From an optimization exercise on the open Yosys and OpenROAD flow, aimed at small area and a short achievable clock period; shortcuts taken in it are not production practice.
The RTL was checked by simulation tests, not by an equivalence proof against the original design.
Power is estimated from default activity; no workload was simulated.

$ cat config.mk
export PLATFORM = sky130hd
export DESIGN_NAME = bk_mem_ctrl
export DESIGN_NICKNAME = bk_mem_ctrl
export VERILOG_FILES = /design/flow/design.v
export SDC_FILE = /design/flow/constraint.sdc
export NUM_CORES = 4
export LEC_CHECK = 0
export CAP_MARGIN = 20
export CORE_MARGIN = 2
export CORE_UTILIZATION = 60
export CTS_CLUSTER_DIAMETER = 100
export CTS_CLUSTER_SIZE = 30
export SETUP_SLACK_MARGIN = 1.3
export SLEW_MARGIN = 20
export SYNTH_HIERARCHICAL = 1
export SYNTH_MINIMUM_KEEP_SIZE = 0
$ cat constraint.sdc
create_clock -name core_clock -period 4.0 [get_ports {clk}]
set_input_delay 0.8000 -clock core_clock [delete_from_list [all_inputs] [get_ports {clk}]]
set_output_delay 0.8000 -clock core_clock [all_outputs]
set_load 0.01 [all_outputs]
$ cat design.v
module bk_mem_ctrl #(
  parameter int WIDTH      = 8,
  parameter int DATA_WIDTH = 2*WIDTH,
  parameter int DEPTH      = 200
) (
  input  logic                    clk,
  input  logic                    rst_n,
  input  logic                    reqValid,
  output logic                    reqReady,
  input  logic                    reqWrite,
  input  logic [WIDTH-1:0]        reqAddr,
  input  logic [DATA_WIDTH-1:0]   reqData,
  input  logic [DATA_WIDTH/8-1:0] reqByteEn,
  output logic                    rspValid,
  input  logic                    rspReady,
  output logic [DATA_WIDTH-1:0]   rspData,
  output logic                    rspErr,
  output logic                    initDone
);
  localparam int NB = DATA_WIDTH/8;
  localparam int NHI = (DEPTH + 15) / 16;
  localparam int NPART = 3;   
  logic                  init_done_reg;
  logic [WIDTH-1:0]      ptr_reg;
  logic                  rsp_valid_reg;
  logic                  rsp_err_reg;
  logic [DATA_WIDTH-1:0][NPART-1:0] rsp_data_reg;
  logic [DEPTH-1:0][DATA_WIDTH-1:0] mem;
  logic [DEPTH-1:0][DATA_WIDTH-1:0] mem_nxt;
  logic                  in_range;
  logic                  req_ready;
  logic                  accept;
  logic                  rd_acc;
  logic                  wr_acc;
  logic [DATA_WIDTH-1:0] wdata;
  logic [NB-1:0]         lane_wr;
  logic [NHI-1:0]        rhi_n;      
  logic [15:0]           rlo_n;      
  logic [NHI-1:0]        whi_n;      
  logic [NB-1:0][15:0]   wlo_n;      
  logic [DEPTH-1:0]                 rd_sel;
  logic [NB-1:0][DEPTH-1:0]         we;
  logic [NB-1:0][DEPTH-1:0]         hold;
  logic [DATA_WIDTH-1:0][DEPTH-1:0] mem_col;
  logic [DATA_WIDTH-1:0][NPART-1:0] rd;
  assign in_range  = {1'b0, reqAddr} < (WIDTH+1)'(DEPTH);
  assign req_ready = init_done_reg && (!rsp_valid_reg || rspReady);
  assign accept    = reqValid && req_ready;
  assign rd_acc    = accept && !reqWrite;
  assign wr_acc    = accept && reqWrite;
  assign wdata = init_done_reg ? reqData : '0;
  always_comb
    for (int b = 0; b < NB; b++)
      lane_wr[b] = wr_acc && reqByteEn[b];
  always_comb begin
    for (int i = 0; i < NHI; i++) begin
      rhi_n[i] = !(reqAddr[7:4] == 4'(i));
      whi_n[i] = !(!init_done_reg || reqAddr[7:4] == 4'(i));
    end
    for (int j = 0; j < 16; j++) begin
      rlo_n[j] = !(reqAddr[3:0] == 4'(j));
      for (int b = 0; b < NB; b++)
        wlo_n[b][j] = !(!init_done_reg || (lane_wr[b] && reqAddr[3:0] == 4'(j)));
    end
  end
  generate
    for (genvar gw = 0; gw < DEPTH; gw++) begin : g_word
      bk_nor2 u_rsel (.a(rhi_n[gw/16]), .b(rlo_n[gw%16]), .y(rd_sel[gw]));
      for (genvar gb = 0; gb < NB; gb++) begin : g_lane
        bk_nor2 u_we (.a(whi_n[gw/16]), .b(wlo_n[gb][gw%16]), .y(we[gb][gw]));
        bk_inv  u_hold (.a(we[gb][gw]), .y(hold[gb][gw]));
        for (genvar gi = 0; gi < 8; gi++) begin : g_bit
          bk_hold u_nxt (.q(mem[gw][gb*8+gi]), .d(wdata[gb*8+gi]), .we(we[gb][gw]),
                         .hold(hold[gb][gw]), .y(mem_nxt[gw][gb*8+gi]));
        end
      end
    end
    for (genvar gd = 0; gd < DATA_WIDTH; gd++) begin : g_col
      for (genvar gw = 0; gw < DEPTH; gw++) begin : g_w
        assign mem_col[gd][gw] = mem[gw][gd];
      end
      bk_rd_col u_rd (.sel(rd_sel), .d(mem_col[gd]), .y(rd[gd]));
    end
  endgenerate
  always_ff @(posedge clk) mem <= mem_nxt;
  always_ff @(posedge clk or negedge rst_n) begin
    if (!rst_n) begin
      ptr_reg       <= '0;
      init_done_reg <= 1'b0;
    end else if (!init_done_reg) begin
      ptr_reg <= ptr_reg + 1'b1;
      if (ptr_reg == WIDTH'(DEPTH-1)) init_done_reg <= 1'b1;
    end
  end
  always_ff @(posedge clk or negedge rst_n) begin
    if (!rst_n) begin
      rsp_valid_reg <= 1'b0;
    end else if (rd_acc) begin
      rsp_valid_reg <= 1'b1;
    end else if (rspReady) begin
      rsp_valid_reg <= 1'b0;
    end
  end
  logic                  rd_hold;
  logic [DATA_WIDTH-1:0][NPART-1:0] rsp_data_nxt;
  logic                  rsp_err_nxt;
  assign rd_hold = !rd_acc;
  generate
    for (genvar gd = 0; gd < DATA_WIDTH; gd++) begin : g_rsp
      for (genvar gk = 0; gk < NPART; gk++) begin : g_part
        bk_hold u_rsp (.q(rsp_data_reg[gd][gk]), .d(rd[gd][gk]), .we(rd_acc), .hold(rd_hold),
                       .y(rsp_data_nxt[gd][gk]));
      end
      assign rspData[gd] = !(&rsp_data_reg[gd]);
    end
  endgenerate
  bk_hold u_err (.q(rsp_err_reg), .d(!in_range), .we(rd_acc), .hold(rd_hold), .y(rsp_err_nxt));
  always_ff @(posedge clk) begin
    rsp_data_reg <= rsp_data_nxt;
    rsp_err_reg  <= rsp_err_nxt;
  end
  logic init_done_o_reg;
  logic rsp_valid_o_reg;
  logic rdy_base_reg;
  logic init_done_nxt;
  logic rsp_valid_nxt;
  assign init_done_nxt = init_done_o_reg || (ptr_reg == WIDTH'(DEPTH-1));
  assign rsp_valid_nxt = rd_acc || (rsp_valid_o_reg && !rspReady);
  always_ff @(posedge clk or negedge rst_n) begin
    if (!rst_n) begin
      init_done_o_reg <= 1'b0;
      rsp_valid_o_reg <= 1'b0;
      rdy_base_reg    <= 1'b0;
    end else begin
      init_done_o_reg <= init_done_nxt;
      rsp_valid_o_reg <= rsp_valid_nxt;
      rdy_base_reg    <= init_done_nxt && !rsp_valid_nxt;
    end
  end
  assign reqReady = rdy_base_reg || (init_done_o_reg && rspReady);
  assign rspValid = rsp_valid_o_reg;
  assign rspErr   = rsp_err_reg;
  assign initDone = init_done_o_reg;
endmodule
module bk_rd_col (input logic [199:0] sel, input logic [199:0] d, output logic [2:0] y);
  logic t_0;
  bk_or6w u_t_0 (.s0(sel[0]), .d0(d[0]), .s1(sel[1]), .d1(d[1]), .s2(sel[2]), .d2(d[2]), .s3(sel[3]), .d3(d[3]), .s4(sel[4]), .d4(d[4]), .s5(sel[5]), .d5(d[5]), .y(t_0));
  logic t_1;
  bk_or6w u_t_1 (.s0(sel[6]), .d0(d[6]), .s1(sel[7]), .d1(d[7]), .s2(sel[8]), .d2(d[8]), .s3(sel[9]), .d3(d[9]), .s4(sel[10]), .d4(d[10]), .s5(sel[11]), .d5(d[11]), .y(t_1));
  logic t_2;
  bk_or6w u_t_2 (.s0(sel[12]), .d0(d[12]), .s1(sel[13]), .d1(d[13]), .s2(sel[14]), .d2(d[14]), .s3(sel[15]), .d3(d[15]), .s4(sel[16]), .d4(d[16]), .s5(sel[17]), .d5(d[17]), .y(t_2));
  logic t_3;
  bk_or6w u_t_3 (.s0(sel[18]), .d0(d[18]), .s1(sel[19]), .d1(d[19]), .s2(sel[20]), .d2(d[20]), .s3(sel[21]), .d3(d[21]), .s4(sel[22]), .d4(d[22]), .s5(sel[23]), .d5(d[23]), .y(t_3));
  logic t_4;
  bk_or6w u_t_4 (.s0(sel[24]), .d0(d[24]), .s1(sel[25]), .d1(d[25]), .s2(sel[26]), .d2(d[26]), .s3(sel[27]), .d3(d[27]), .s4(sel[28]), .d4(d[28]), .s5(sel[29]), .d5(d[29]), .y(t_4));
  logic t_5;
  bk_or6w u_t_5 (.s0(sel[30]), .d0(d[30]), .s1(sel[31]), .d1(d[31]), .s2(sel[32]), .d2(d[32]), .s3(sel[33]), .d3(d[33]), .s4(sel[34]), .d4(d[34]), .s5(sel[35]), .d5(d[35]), .y(t_5));
  logic t_6;
  bk_or6w u_t_6 (.s0(sel[36]), .d0(d[36]), .s1(sel[37]), .d1(d[37]), .s2(sel[38]), .d2(d[38]), .s3(sel[39]), .d3(d[39]), .s4(sel[40]), .d4(d[40]), .s5(sel[41]), .d5(d[41]), .y(t_6));
  logic t_7;
  bk_or6w u_t_7 (.s0(sel[42]), .d0(d[42]), .s1(sel[43]), .d1(d[43]), .s2(sel[44]), .d2(d[44]), .s3(sel[45]), .d3(d[45]), .s4(sel[46]), .d4(d[46]), .s5(sel[47]), .d5(d[47]), .y(t_7));
  logic t_8;
  bk_or6w u_t_8 (.s0(sel[48]), .d0(d[48]), .s1(sel[49]), .d1(d[49]), .s2(sel[50]), .d2(d[50]), .s3(sel[51]), .d3(d[51]), .s4(sel[52]), .d4(d[52]), .s5(sel[53]), .d5(d[53]), .y(t_8));
  logic t_9;
  bk_or6w u_t_9 (.s0(sel[54]), .d0(d[54]), .s1(sel[55]), .d1(d[55]), .s2(sel[56]), .d2(d[56]), .s3(sel[57]), .d3(d[57]), .s4(sel[58]), .d4(d[58]), .s5(sel[59]), .d5(d[59]), .y(t_9));
  logic t_10;
  bk_or6w u_t_10 (.s0(sel[60]), .d0(d[60]), .s1(sel[61]), .d1(d[61]), .s2(sel[62]), .d2(d[62]), .s3(sel[63]), .d3(d[63]), .s4(sel[64]), .d4(d[64]), .s5(sel[65]), .d5(d[65]), .y(t_10));
  logic t_11;
  bk_or6w u_t_11 (.s0(sel[66]), .d0(d[66]), .s1(sel[67]), .d1(d[67]), .s2(sel[68]), .d2(d[68]), .s3(sel[69]), .d3(d[69]), .s4(sel[70]), .d4(d[70]), .s5(sel[71]), .d5(d[71]), .y(t_11));
  logic t_12;
  bk_or6w u_t_12 (.s0(sel[72]), .d0(d[72]), .s1(sel[73]), .d1(d[73]), .s2(sel[74]), .d2(d[74]), .s3(sel[75]), .d3(d[75]), .s4(sel[76]), .d4(d[76]), .s5(sel[77]), .d5(d[77]), .y(t_12));
  logic t_13;
  bk_or6w u_t_13 (.s0(sel[78]), .d0(d[78]), .s1(sel[79]), .d1(d[79]), .s2(sel[80]), .d2(d[80]), .s3(sel[81]), .d3(d[81]), .s4(sel[82]), .d4(d[82]), .s5(sel[83]), .d5(d[83]), .y(t_13));
  logic t_14;
  bk_or6w u_t_14 (.s0(sel[84]), .d0(d[84]), .s1(sel[85]), .d1(d[85]), .s2(sel[86]), .d2(d[86]), .s3(sel[87]), .d3(d[87]), .s4(sel[88]), .d4(d[88]), .s5(sel[89]), .d5(d[89]), .y(t_14));
  logic t_15;
  bk_or6w u_t_15 (.s0(sel[90]), .d0(d[90]), .s1(sel[91]), .d1(d[91]), .s2(sel[92]), .d2(d[92]), .s3(sel[93]), .d3(d[93]), .s4(sel[94]), .d4(d[94]), .s5(sel[95]), .d5(d[95]), .y(t_15));
  logic t_16;
  bk_or6w u_t_16 (.s0(sel[96]), .d0(d[96]), .s1(sel[97]), .d1(d[97]), .s2(sel[98]), .d2(d[98]), .s3(sel[99]), .d3(d[99]), .s4(sel[100]), .d4(d[100]), .s5(sel[101]), .d5(d[101]), .y(t_16));
  logic t_17;
  bk_or6w u_t_17 (.s0(sel[102]), .d0(d[102]), .s1(sel[103]), .d1(d[103]), .s2(sel[104]), .d2(d[104]), .s3(sel[105]), .d3(d[105]), .s4(sel[106]), .d4(d[106]), .s5(sel[107]), .d5(d[107]), .y(t_17));
  logic t_18;
  bk_or6w u_t_18 (.s0(sel[108]), .d0(d[108]), .s1(sel[109]), .d1(d[109]), .s2(sel[110]), .d2(d[110]), .s3(sel[111]), .d3(d[111]), .s4(sel[112]), .d4(d[112]), .s5(sel[113]), .d5(d[113]), .y(t_18));
  logic t_19;
  bk_or6w u_t_19 (.s0(sel[114]), .d0(d[114]), .s1(sel[115]), .d1(d[115]), .s2(sel[116]), .d2(d[116]), .s3(sel[117]), .d3(d[117]), .s4(sel[118]), .d4(d[118]), .s5(sel[119]), .d5(d[119]), .y(t_19));
  logic t_20;
  bk_or6w u_t_20 (.s0(sel[120]), .d0(d[120]), .s1(sel[121]), .d1(d[121]), .s2(sel[122]), .d2(d[122]), .s3(sel[123]), .d3(d[123]), .s4(sel[124]), .d4(d[124]), .s5(sel[125]), .d5(d[125]), .y(t_20));
  logic t_21;
  bk_or6w u_t_21 (.s0(sel[126]), .d0(d[126]), .s1(sel[127]), .d1(d[127]), .s2(sel[128]), .d2(d[128]), .s3(sel[129]), .d3(d[129]), .s4(sel[130]), .d4(d[130]), .s5(sel[131]), .d5(d[131]), .y(t_21));
  logic t_22;
  bk_or6w u_t_22 (.s0(sel[132]), .d0(d[132]), .s1(sel[133]), .d1(d[133]), .s2(sel[134]), .d2(d[134]), .s3(sel[135]), .d3(d[135]), .s4(sel[136]), .d4(d[136]), .s5(sel[137]), .d5(d[137]), .y(t_22));
  logic t_23;
  bk_or6w u_t_23 (.s0(sel[138]), .d0(d[138]), .s1(sel[139]), .d1(d[139]), .s2(sel[140]), .d2(d[140]), .s3(sel[141]), .d3(d[141]), .s4(sel[142]), .d4(d[142]), .s5(sel[143]), .d5(d[143]), .y(t_23));
  logic t_24;
  bk_or6w u_t_24 (.s0(sel[144]), .d0(d[144]), .s1(sel[145]), .d1(d[145]), .s2(sel[146]), .d2(d[146]), .s3(sel[147]), .d3(d[147]), .s4(sel[148]), .d4(d[148]), .s5(sel[149]), .d5(d[149]), .y(t_24));
  logic t_25;
  bk_or6w u_t_25 (.s0(sel[150]), .d0(d[150]), .s1(sel[151]), .d1(d[151]), .s2(sel[152]), .d2(d[152]), .s3(sel[153]), .d3(d[153]), .s4(sel[154]), .d4(d[154]), .s5(sel[155]), .d5(d[155]), .y(t_25));
  logic t_26;
  bk_or6w u_t_26 (.s0(sel[156]), .d0(d[156]), .s1(sel[157]), .d1(d[157]), .s2(sel[158]), .d2(d[158]), .s3(sel[159]), .d3(d[159]), .s4(sel[160]), .d4(d[160]), .s5(sel[161]), .d5(d[161]), .y(t_26));
  logic t_27;
  bk_or6w u_t_27 (.s0(sel[162]), .d0(d[162]), .s1(sel[163]), .d1(d[163]), .s2(sel[164]), .d2(d[164]), .s3(sel[165]), .d3(d[165]), .s4(sel[166]), .d4(d[166]), .s5(sel[167]), .d5(d[167]), .y(t_27));
  logic t_28;
  bk_or6w u_t_28 (.s0(sel[168]), .d0(d[168]), .s1(sel[169]), .d1(d[169]), .s2(sel[170]), .d2(d[170]), .s3(sel[171]), .d3(d[171]), .s4(sel[172]), .d4(d[172]), .s5(sel[173]), .d5(d[173]), .y(t_28));
  logic t_29;
  bk_or6w u_t_29 (.s0(sel[174]), .d0(d[174]), .s1(sel[175]), .d1(d[175]), .s2(sel[176]), .d2(d[176]), .s3(sel[177]), .d3(d[177]), .s4(sel[178]), .d4(d[178]), .s5(sel[179]), .d5(d[179]), .y(t_29));
  logic t_30;
  bk_or6w u_t_30 (.s0(sel[180]), .d0(d[180]), .s1(sel[181]), .d1(d[181]), .s2(sel[182]), .d2(d[182]), .s3(sel[183]), .d3(d[183]), .s4(sel[184]), .d4(d[184]), .s5(sel[185]), .d5(d[185]), .y(t_30));
  logic t_31;
  bk_or6w u_t_31 (.s0(sel[186]), .d0(d[186]), .s1(sel[187]), .d1(d[187]), .s2(sel[188]), .d2(d[188]), .s3(sel[189]), .d3(d[189]), .s4(sel[190]), .d4(d[190]), .s5(sel[191]), .d5(d[191]), .y(t_31));
  logic t_32;
  bk_or4w u_t_32 (.s0(sel[192]), .d0(d[192]), .s1(sel[193]), .d1(d[193]), .s2(sel[194]), .d2(d[194]), .s3(sel[195]), .d3(d[195]), .y(t_32));
  logic t_33;
  bk_or4w u_t_33 (.s0(sel[196]), .d0(d[196]), .s1(sel[197]), .d1(d[197]), .s2(sel[198]), .d2(d[198]), .s3(sel[199]), .d3(d[199]), .y(t_33));
  logic r_0;
  bk_nor2 u_r_0 (.a(t_0), .b(t_1), .y(r_0));
  logic r_1;
  bk_nor2 u_r_1 (.a(t_2), .b(t_3), .y(r_1));
  logic r_2;
  bk_nor2 u_r_2 (.a(t_4), .b(t_5), .y(r_2));
  logic r_3;
  bk_nor2 u_r_3 (.a(t_6), .b(t_7), .y(r_3));
  logic r_4;
  bk_nor2 u_r_4 (.a(t_8), .b(t_9), .y(r_4));
  logic r_5;
  bk_nor2 u_r_5 (.a(t_10), .b(t_11), .y(r_5));
  logic r_6;
  bk_nor2 u_r_6 (.a(t_12), .b(t_13), .y(r_6));
  logic r_7;
  bk_nor2 u_r_7 (.a(t_14), .b(t_15), .y(r_7));
  logic r_8;
  bk_nor2 u_r_8 (.a(t_16), .b(t_17), .y(r_8));
  logic r_9;
  bk_nor2 u_r_9 (.a(t_18), .b(t_19), .y(r_9));
  logic r_10;
  bk_nor2 u_r_10 (.a(t_20), .b(t_21), .y(r_10));
  logic r_11;
  bk_nor2 u_r_11 (.a(t_22), .b(t_23), .y(r_11));
  logic r_12;
  bk_nor2 u_r_12 (.a(t_24), .b(t_25), .y(r_12));
  logic r_13;
  bk_nor2 u_r_13 (.a(t_26), .b(t_27), .y(r_13));
  logic r_14;
  bk_nor2 u_r_14 (.a(t_28), .b(t_29), .y(r_14));
  logic r_15;
  bk_nor2 u_r_15 (.a(t_30), .b(t_31), .y(r_15));
  logic r_16;
  bk_nor2 u_r_16 (.a(t_32), .b(t_33), .y(r_16));
  logic r_17;
  bk_nand4 u_r_17 (.a(r_0), .b(r_1), .c(r_2), .d(r_3), .y(r_17));
  logic r_18;
  bk_nand4 u_r_18 (.a(r_4), .b(r_5), .c(r_6), .d(r_7), .y(r_18));
  logic r_19;
  bk_nand3 u_r_19 (.a(r_8), .b(r_9), .c(r_10), .y(r_19));
  logic r_20;
  bk_nand3 u_r_20 (.a(r_11), .b(r_12), .c(r_13), .y(r_20));
  logic r_21;
  bk_nand3 u_r_21 (.a(r_14), .b(r_15), .c(r_16), .y(r_21));
  logic r_22;
  bk_nor2 u_r_22 (.a(r_17), .b(r_18), .y(r_22));
  logic r_23;
  bk_nor2 u_r_23 (.a(r_19), .b(r_20), .y(r_23));
  logic r_24;
  bk_inv u_r_24 (.a(r_21), .y(r_24));
  assign y[0] = r_22;
  assign y[1] = r_23;
  assign y[2] = r_24;
endmodule
module bk_aoi222 (input logic s0, d0, s1, d1, s2, d2, output logic y_n);
  assign y_n = !((s0 & d0) | (s1 & d1) | (s2 & d2));
endmodule
module bk_or6w (input logic s0, d0, s1, d1, s2, d2, s3, d3, s4, d4, s5, d5, output logic y);
  assign y = (s0 & d0) | (s1 & d1) | (s2 & d2) | (s3 & d3) | (s4 & d4) | (s5 & d5);
endmodule
module bk_or4w (input logic s0, d0, s1, d1, s2, d2, s3, d3, output logic y);
  assign y = (s0 & d0) | (s1 & d1) | (s2 & d2) | (s3 & d3);
endmodule
module bk_aoi22 (input logic s0, d0, s1, d1, output logic y_n);
  assign y_n = !((s0 & d0) | (s1 & d1));
endmodule
module bk_nand2 (input logic a, b, output logic y);
  assign y = !(a & b);
endmodule
module bk_nand3 (input logic a, b, c, output logic y);
  assign y = !(a & b & c);
endmodule
module bk_nand4 (input logic a, b, c, d, output logic y);
  assign y = !(a & b & c & d);
endmodule
module bk_and3 (input logic a, b, c, output logic y);
  assign y = a & b & c;
endmodule
module bk_nor2 (input logic a, b, output logic y);
  assign y = !(a | b);
endmodule
module bk_nor3 (input logic a, b, c, output logic y);
  assign y = !(a | b | c);
endmodule
module bk_nor4 (input logic a, b, c, d, output logic y);
  assign y = !(a | b | c | d);
endmodule
module bk_inv (input logic a, output logic y);
  assign y = !a;
endmodule
module bk_hold (input logic q, d, we, hold, output logic y);
  assign y = (q & hold) | (d & we);
endmodule
$ cat run.sh
#!/bin/bash
# synth_recipe.tcl (not shown) runs the flow's synth.tcl, then flattens the netlist and writes it again
# the make line also repeats each setting of config.mk as NAME=value (left out here)
make -C /OpenROAD-flow-scripts/flow DESIGN_CONFIG=/design/flow/config.mk WORK_HOME=/design/flow/orfs CLKGATE_MAP_FILE= SYNTH_SCRIPT=/design/flow/synth_recipe.tcl finish
==> flow_summary.yaml, run 1 <==
synthesis:
  synth_top_cell_area_share_pct: 56.40
  synthTopCellsByArea: "dfxtp_1 (56%), a22o_1 (25%), a22oi_1 (10%), nor2_1 (3.0%), nand3_1 (2.5%)"
  synth_edf_count: 0
  synthArstFlopShare_pct: 0.3985
  yosysWarnings: 7
  syn_area_sq_um: 115300
  synth_top_cell_by_area: "dfxtp_1"
  synth_seq_cells: 3262
  synth.net_count: 10324
  syn_area_per_cell_sq_um: 11.20
  yosysSeqAreaShare_pct: 56.68
  ys_types: 37
  synth_flop_cell: "dfxtp_1"
  syn_inst: 10292
global_routing:
  antenna_found_initial: 31
  grt_overflow_total: 0
  grt_pass1_vias: 95716
  grt_max_degree: 79
  grt_first_pass_wirelength_mm: 631.1
  grtUsageTotal_pct: 42.08
floorplanning:
  start_util_pct: 60.51
  die_area_sq_um: 195700
  num_rows: 160
  fp.dieH_um: 442.4
  dieWidth_um: 442.4
  placeableCoreArea_sq_um: 190600
  ioPinCount: 51
clock_network:
  ctsHoldBuffers: 0
  cts_max_level: 3
  cts_buffers: 119
  cts.path.max_buffers: 3
  clock-root-buffer: "clkbuf_16"
  cts_tree: "built"
  insertion_delay_ns: 0.86
  clock_sinks: 3262
  path_clk_slew_ns: 0.12
worst_setup_path:
  start_kind: "input port"
  cp_max_fo: 8
  cpPeakStageDelay_ns: 0.31
  critPathBufInv: 7
  critPathKind: "input port to flop"
  crit_cells: 15
  cpMaxStageDelayCell: "nand4_1"
  arrival_ns: 3.55
  reg2reg_depth: 7
  endpoint: "rsp_data_reg[42]"
  critPathLaunch: "reqAddr[4]"
  r2r-end: "mem[1844]"
  r2r_start: "init_done_reg"
  r2r_setup_slack_ns: 1.32
  end_kind: "flop"
  critical-path-top-delay-family: "buffers and inverters"
  required_ns: 4.78
  cpMostUsedCell: "buf_4"
  path_cells: "dlygate4sd2_1 -> buf_4 -> buf_4 -> nand3_4 -> buf_6 -> buf_12 -> buf_12 -> nor2_1 -> buf_4 -> a22oi_1 -> nand3_1 -> nor2_2 -> nand4_1 -> nor2_1 -> a22o_1"
layout:
  final_cell_mix: "a22o_1 (3249), dfxtp_1 (3229), a22oi_1 (1511)"
  drive_gt1_share_pct: 14.31
  area_delta_synth_final_pct: 16.72
  design_area_sq_um: 134600
  layout_commonest_cell: "a22o_1"
  largest_register_ffs: 3200
  nets: 11466
  fin_cells: 13979
pwr:
  power_switching_mw: 10.22
  peakVddDrop_uv: 451.8
  p_int_mw: 38.25
  share_comb_of_total_power_pct: 0.8
  p_leak_nw: 54.42
  p_sw_share_pct: 21.09
  seq_power_share_pct: 67.0
  power.density_nw_per_um2: 360.1
  clkPwrFrac_pct: 32.2
timing:
  hold_ws_ns: 0.3261
  tightest_slew_ns: 1.170
  fin_crit_sh_pct: 69.04
  min_period_ns: 2.762
  finalHoldViolations: 0
  slew_viol_final: 0
  max-slew-margin-rel_pct: 21.85
  fin_skew_ns: 0.03484
  setup_viol: 0
  fin_setup_tns_ns: 0
  max_clock_freq_ghz: 0.3621
  rsz0062_at_grt: "true"
detailed_routing:
  postRouteWirelength_mm: 432.0
  vias_per_cell: 7.227
  drc: 0
  antenna_left: 0
  wl_per_cell_um: 30.91
  drt_first_pass_iters: 7
  drt_iter0_drc: 13542
  vias: 101025
worst_hold_path:
  hold_class: "input port to async pin"
placement:
  dp_hpwl_mm: 292.6
  placed_area_sq_um: 128400
  dpl.cell_count: 13765
  place_congestion: 1.003
  port_buffers: 50
status:
  outcome: "complete, no violations"
run:
  maxCapViolCount: 0
[cells in the mapped netlist, types with 8 or more instances]
cell type,number
a21oi_1,31
a22o_1,3249
a22oi_1,1600
and2_1,16
buf_2,9
buf_4,48
dfrtp_1,13
dfxtp_1,3249
inv_1,430
nand2_1,46
nand3_1,585
nand4_1,34
nor2_1,913
nor2b_1,9
nor3_1,8
o21a_1,10
[power groups by stage]
stage,sequential (mW),combinational [mW],clock (mW)
finish,32.5,0.408,15.6
global route,32.5,0.406,16.6
CTS,32.5,0.381,15.6
detailed placement,33.2,0.320,0
global placement,33.2,0.318,0
floorplan,33.2,0.0695,0
[worst reg2reg max path: cells and delay by family (launching register included)]
family	cells	cell delay (ns)
and+or+nand+nor	1	0.31
DFF	1	0.52
AOI/OAI and AO/OA	2	0.46
buffers and inverters	4	1.28
[cell type report]
class / count / area (sq um)
fillers: 14176 / 55980
flip-flops and latches: 3262 / 65430
repair buffers: 1083 / 10750
clock buffers: 125 / 3053
inverters: 431 / 1630
diodes: 22 / 55.05
clock inverters: 8 / 137.6
multi-input cells: 6537 / 50400
well taps: 2511 / 3142
[per-stage QoR]
step                utilization [%]  worst slack, ns  total power [mW]
floorplan                         -           0.8150             33.28
global placement              67.33          -0.5521             33.52
detailed placement            67.36          -0.4052             33.53
CTS                           70.31            1.300             48.43
global route                  70.60            1.271             49.51
finish                        70.63            1.238             48.47
[modules after synthesis (local to each module, per instance)]
module	copies in the design	cells	area [sq um]
bk_hold	3249	1	8.758
bk_nand4	32	1	6.256
bk_nand3	48	1	5.005
bk_or4w	32	3	18.77
bk_mem_ctrl	1	3451	66420
bk_inv	416	1	3.754
bk_or6w	512	4	27.53
bk_nor2	904	1	3.754
bk_rd_col	16	3	22.52
[kinds of logic after synthesis]
| kind of cell | share of synthesized area (%) |
|---|---|
| mux | 0.009764 |
| fa+ha+maj | 0.01085 |
| simple gates | 6.122 |
| compound gates | 35.34 |
| xor+xnor | 0.05316 |
| flops | 56.68 |
| buf+inv | 1.777 |
[worst min-delay path by stage]
stage,slack (ns),start,endpoint
after floorplan,0.44,ptr_reg[7],ptr_reg[7]
after global placement,0.46,ptr_reg[7],ptr_reg[7]
after detailed placement,0.47,mem[1665],mem[1665]
after CTS,0.32,rst_n,rsp_valid_o_reg
after global routing,0.37,rst_n,rsp_valid_o_reg
final,0.33,rst_n,rsp_valid_o_reg
[metal layers]
metal  vias up  global-route usage [%]  wire length (um)
met5         -                       0               192
met4        30                   23.46             27860
met3      1198                   11.07             53710
met2      6434                   60.30            179200
met1     49876                   57.61            171100
li1      43487                       -                 -
[repair_timing]
action | 4_1_cts | 5_1_grt
cloned | 8 | 2
gates resized for setup | 562 | 88
setup endpoints to repair | 908 | 390
buffers inserted | 30 | 18
pin swaps | 104 | 34
==> run 2, diff against run 1 <==
--- a/config.mk
+++ b/config.mk
@@ -10,7 +10,7 @@
 export CORE_UTILIZATION = 60
 export CTS_CLUSTER_DIAMETER = 100
 export CTS_CLUSTER_SIZE = 30
-export SETUP_SLACK_MARGIN = 1.3
+export SETUP_SLACK_MARGIN = 1.7
 export SLEW_MARGIN = 20
 export SYNTH_HIERARCHICAL = 1
 export SYNTH_MINIMUM_KEEP_SIZE = 0
==> run 2 against run 1 <==
  * Critical path depth fell by 13
  * Final area up 7.7%
  * Sequential power barely moved
  * Cell count increased by 3.2%
  * Area after synthesis unchanged
  * Utilization rose by 5.4 points
  * Via count up 3.9%
  * Sequential share of layout area decreased by 3.4 points
  * First-iteration DRC count rose by 8.3%
  * Register-to-register slack better by 0.22 ns
  * Hold slack got worse by 0.0089 ns
==> flow_summary.yaml, run 2 <==
worst_setup_path:
  reg2reg_depth: 9
  end_kind: "output pin"
  required_ns: 3.20
  critPathKind: "flop to output pin"
  cpPeakStageDelay_ns: 0.45
  critical-path-top-delay-family: "flip-flops"
  r2r_start: "init_done_reg"
  path_cells: "nand3_4 -> buf_6"
  r2r-end: "mem[1917]"
  arrival_ns: 1.72
  start_kind: "flop"
  critPathBufInv: 1
  r2r_setup_slack_ns: 1.54
  cpMaxStageDelayCell: "dfxtp_4"
  cp_max_fo: 2
synthesis:
  synth.net_count: 10324
  yosysSeqAreaShare_pct: 56.68
  syn_area_sq_um: 115300
  synthArstFlopShare_pct: 0.3985
  syn_inst: 10292
  synth_top_cell_by_area: "dfxtp_1"
  synth_common_cells: "a22o_1 (3249), dfxtp_1 (3249), a22oi_1 (1600), nor2_1 (913), nand3_1 (585)"
  synth_seq_cells: 3262
  synth_top_cell_area_share_pct: 56.40
  synthTopCellsByArea: "dfxtp_1 (56%), a22o_1 (25%), a22oi_1 (10%), nor2_1 (3.0%), nand3_1 (2.5%)"
  synth_flop_cell: "dfxtp_1"
  syn_area_per_cell_sq_um: 11.20
  ys_types: 37
  yosysWarnings: 7
  synth_edf_count: 0
global_routing:
  grt_max_degree: 106
  grt_overflow_total: 0
  grt_pass1_vias: 95681
  antenna_found_initial: 24
  grt_first_pass_wirelength_mm: 636.0
  grtUsageTotal_pct: 42.40
placement:
  place_congestion: 0.9944
  dp_hpwl_mm: 292.4
  port_buffers: 50
  placed_area_sq_um: 127200
detailed_routing:
  drt_first_pass_iters: 7
  drt_iter0_drc: 14664
  antenna_left: 0
  postRouteWirelength_mm: 455.5
  vias_per_cell: 7.276
  drc: 0
  vias: 104950
  wl_per_cell_um: 31.58
pwr:
  seq_power_share_pct: 66.7
  clkPwrFrac_pct: 32.2
  power.density_nw_per_um2: 335.7
  peakVddDrop_uv: 390.3
  p_leak_nw: 57.59
  p_sw_share_pct: 21.18
  p_int_mw: 38.36
  share_comb_of_total_power_pct: 1.1
  power_switching_mw: 10.31
clock_network:
  cts_tree: "built"
  clock-root-buffer: "clkbuf_16"
  cts_buffers: 119
  clock_sinks: 3262
  cts.path.max_buffers: 3
  insertion_delay_ns: 0.86
  path_clk_slew_ns: 0.12
  cts_max_level: 3
floorplanning:
  ioPinCount: 51
  placeableCoreArea_sq_um: 190600
  dieWidth_um: 442.4
  die_area_sq_um: 195700
  num_rows: 160
  start_util_pct: 60.51
  fp.dieH_um: 442.4
timing:
  slew_viol_final: 0
  finalHoldViolations: 0
  min_period_ns: 2.516
  tightest_slew_ns: 0.9035
  max_clock_freq_ghz: 0.3974
  hold_ws_ns: 0.3172
  setup_viol: 0
  rsz0062_at_grt: "true"
  max-slew-margin-rel_pct: 39.77
  fin_skew_ns: 0.03108
  fin_crit_sh_pct: 62.90
status:
  outcome: "complete, no violations"
layout:
  final_cell_mix: "a22o_1 (3249), dfxtp_1 (3209), a22oi_1 (1290)"
  drive_gt1_share_pct: 24.75
  layout_commonest_cell: "a22o_1"
  area_delta_synth_final_pct: 25.71
  design_area_sq_um: 145000
  largest_register_ffs: 3200
  nets: 11913
run:
  maxCapViolCount: 0
worst_hold_path:
  hold_class: "input port to async pin"
run 2: cell counts after synthesis:
Identical to the previous run, type by type.
run 2: worst reg2reg max path, delay by kind of cell, from the launching register on:
| kind | cells | cell delay, ns |
|---|---|---|
| buffers and inverters | 4 | 0.69 |
| AOI/OAI and AO/OA | 2 | 0.58 |
| DFF | 1 | 0.43 |
| and+or+nand+nor | 3 | 0.65 |
run 2: power by group through the flow:
stage	logic, mW	clock network (mW)	registers [mW]
after global routing	0.530	16.7	32.5
after detailed placement	0.312	0	33.2
final	0.535	15.7	32.4
after global placement	0.306	0	33.2
after CTS	0.431	15.6	32.5
after floorplan	0.0700	0	33.2
run 2: per-stage QoR:
step	setup WS, ns	power (mW)	cells	TNS, ns	utilization, %
floorplan	0.8150	33.28	10292	0	-
global placement	-0.5892	33.51	13629	-13.69	66.66
detailed placement	-0.4050	33.52	13635	-12.70	66.75
CTS	1.498	48.51	14011	0	71.97
global route	1.496	49.70	14413	0	76.05
finish	1.484	48.67	14425	0	76.07
run 2: cell families after synthesis:
kind of cell	Yosys count	synth area share [%]
compound gates	4898	35.34
xor+xnor	7	0.05316
fa+ha+maj	1	0.01085
buf+inv	495	1.777
flops	3262	56.68
mux	1	0.009764
simple gates	1628	6.122
run 2: area by class of cell:
type	count	area, sq um
flip-flops and latches	3262	65480
fillers	12751	45610
diodes	14	35.03
clock buffers	132	3142
repair buffers	1510	16290
clock inverters	8	90.09
well taps	2511	3142
inverters	431	2059
multi-input cells	6557	54730
run 2: timing repair:
| item | in CTS | in global routing |
|---|---|---|
| hold buffers | 0 | 0 |
| endpoints found under the setup margin | 3268 | 2014 |
| setup buffers | 211 | 365 |
| gates cloned | 25 | 35 |
| pin swaps | 220 | 452 |
| gates resized for setup | 1215 | 1042 |
run 2: worst max path at each step:
stage / slack (ns) / endpoint / cells past startpoint / from
2_1_floorplan: 0.81 / rsp_data_reg[0] / 11 / reqAddr[4]
3_3_place_gp: -0.59 / rsp_data_reg[6] / 13 / reqAddr[3]
3_5_place_dp: -0.40 / rsp_data_reg[45] / 15 / reqAddr[4]
4_1_cts: 1.50 / rspData[3] / 2 / rsp_data_reg[9]
5_1_grt: 1.50 / rspData[3] / 2 / rsp_data_reg[9]
6_report: 1.48 / rspData[3] / 2 / rsp_data_reg[9]
run 2: routing by layer:
layer / GRT usage, % / share of wire, % / vias up
met5: 0 / 0.049 / -
met4: 22.47 / 6.9 / 30
met3: 10.25 / 13 / 1390
met2: 60.62 / 41 / 7046
met1: 59.19 / 39 / 51987
li1: - / - / 44497
run 2: modules after synthesis, one instance, submodules excluded:
module       flip-flops and latches  cells inside
bk_hold                           0             1
bk_or6w                           0             4
bk_nand3                          0             1
bk_or4w                           0             3
bk_mem_ctrl                    3262          3451
bk_nor2                           0             1
bk_nand4                          0             1
bk_rd_col                         0             3
bk_inv                            0             1

static timing again, ports no longer ideal:
How much do the figures lean on ideal ports? The routed layouts below were timed once more, with nothing changed but the port constraints.
Step 1, drivers: a clkbuf_16 drives clk and a buf_2 each remaining input, both assumed.
Step 2 adds t to the input delays and takes it off the output delays; t is the mean of the earliest and latest rising clock arrival at the registers after step 1. Input paths then give back, and output paths get back, about the clock's delay inside the block.
a / b / c = ideal ports / drivers / drivers and shift; a / b = the first two.
| run | t (ns) | setup WS [ns] | worst setup path at the end | worst slew at a driven data input, ns |
|---|---|---|---|---|
| run 1 | 0.943 | 1.238 / 1.244 / 0.306 | input to register | 0.19 |
| run 2 | 0.944 | 1.484 / 1.387 / 0.577 | input to register | 0.17 |
After both steps setup and hold are still met in every run listed. The setup slack of run 1, which loses most, moves by +0.006 ns with the drivers and by -0.932 ns with both steps.
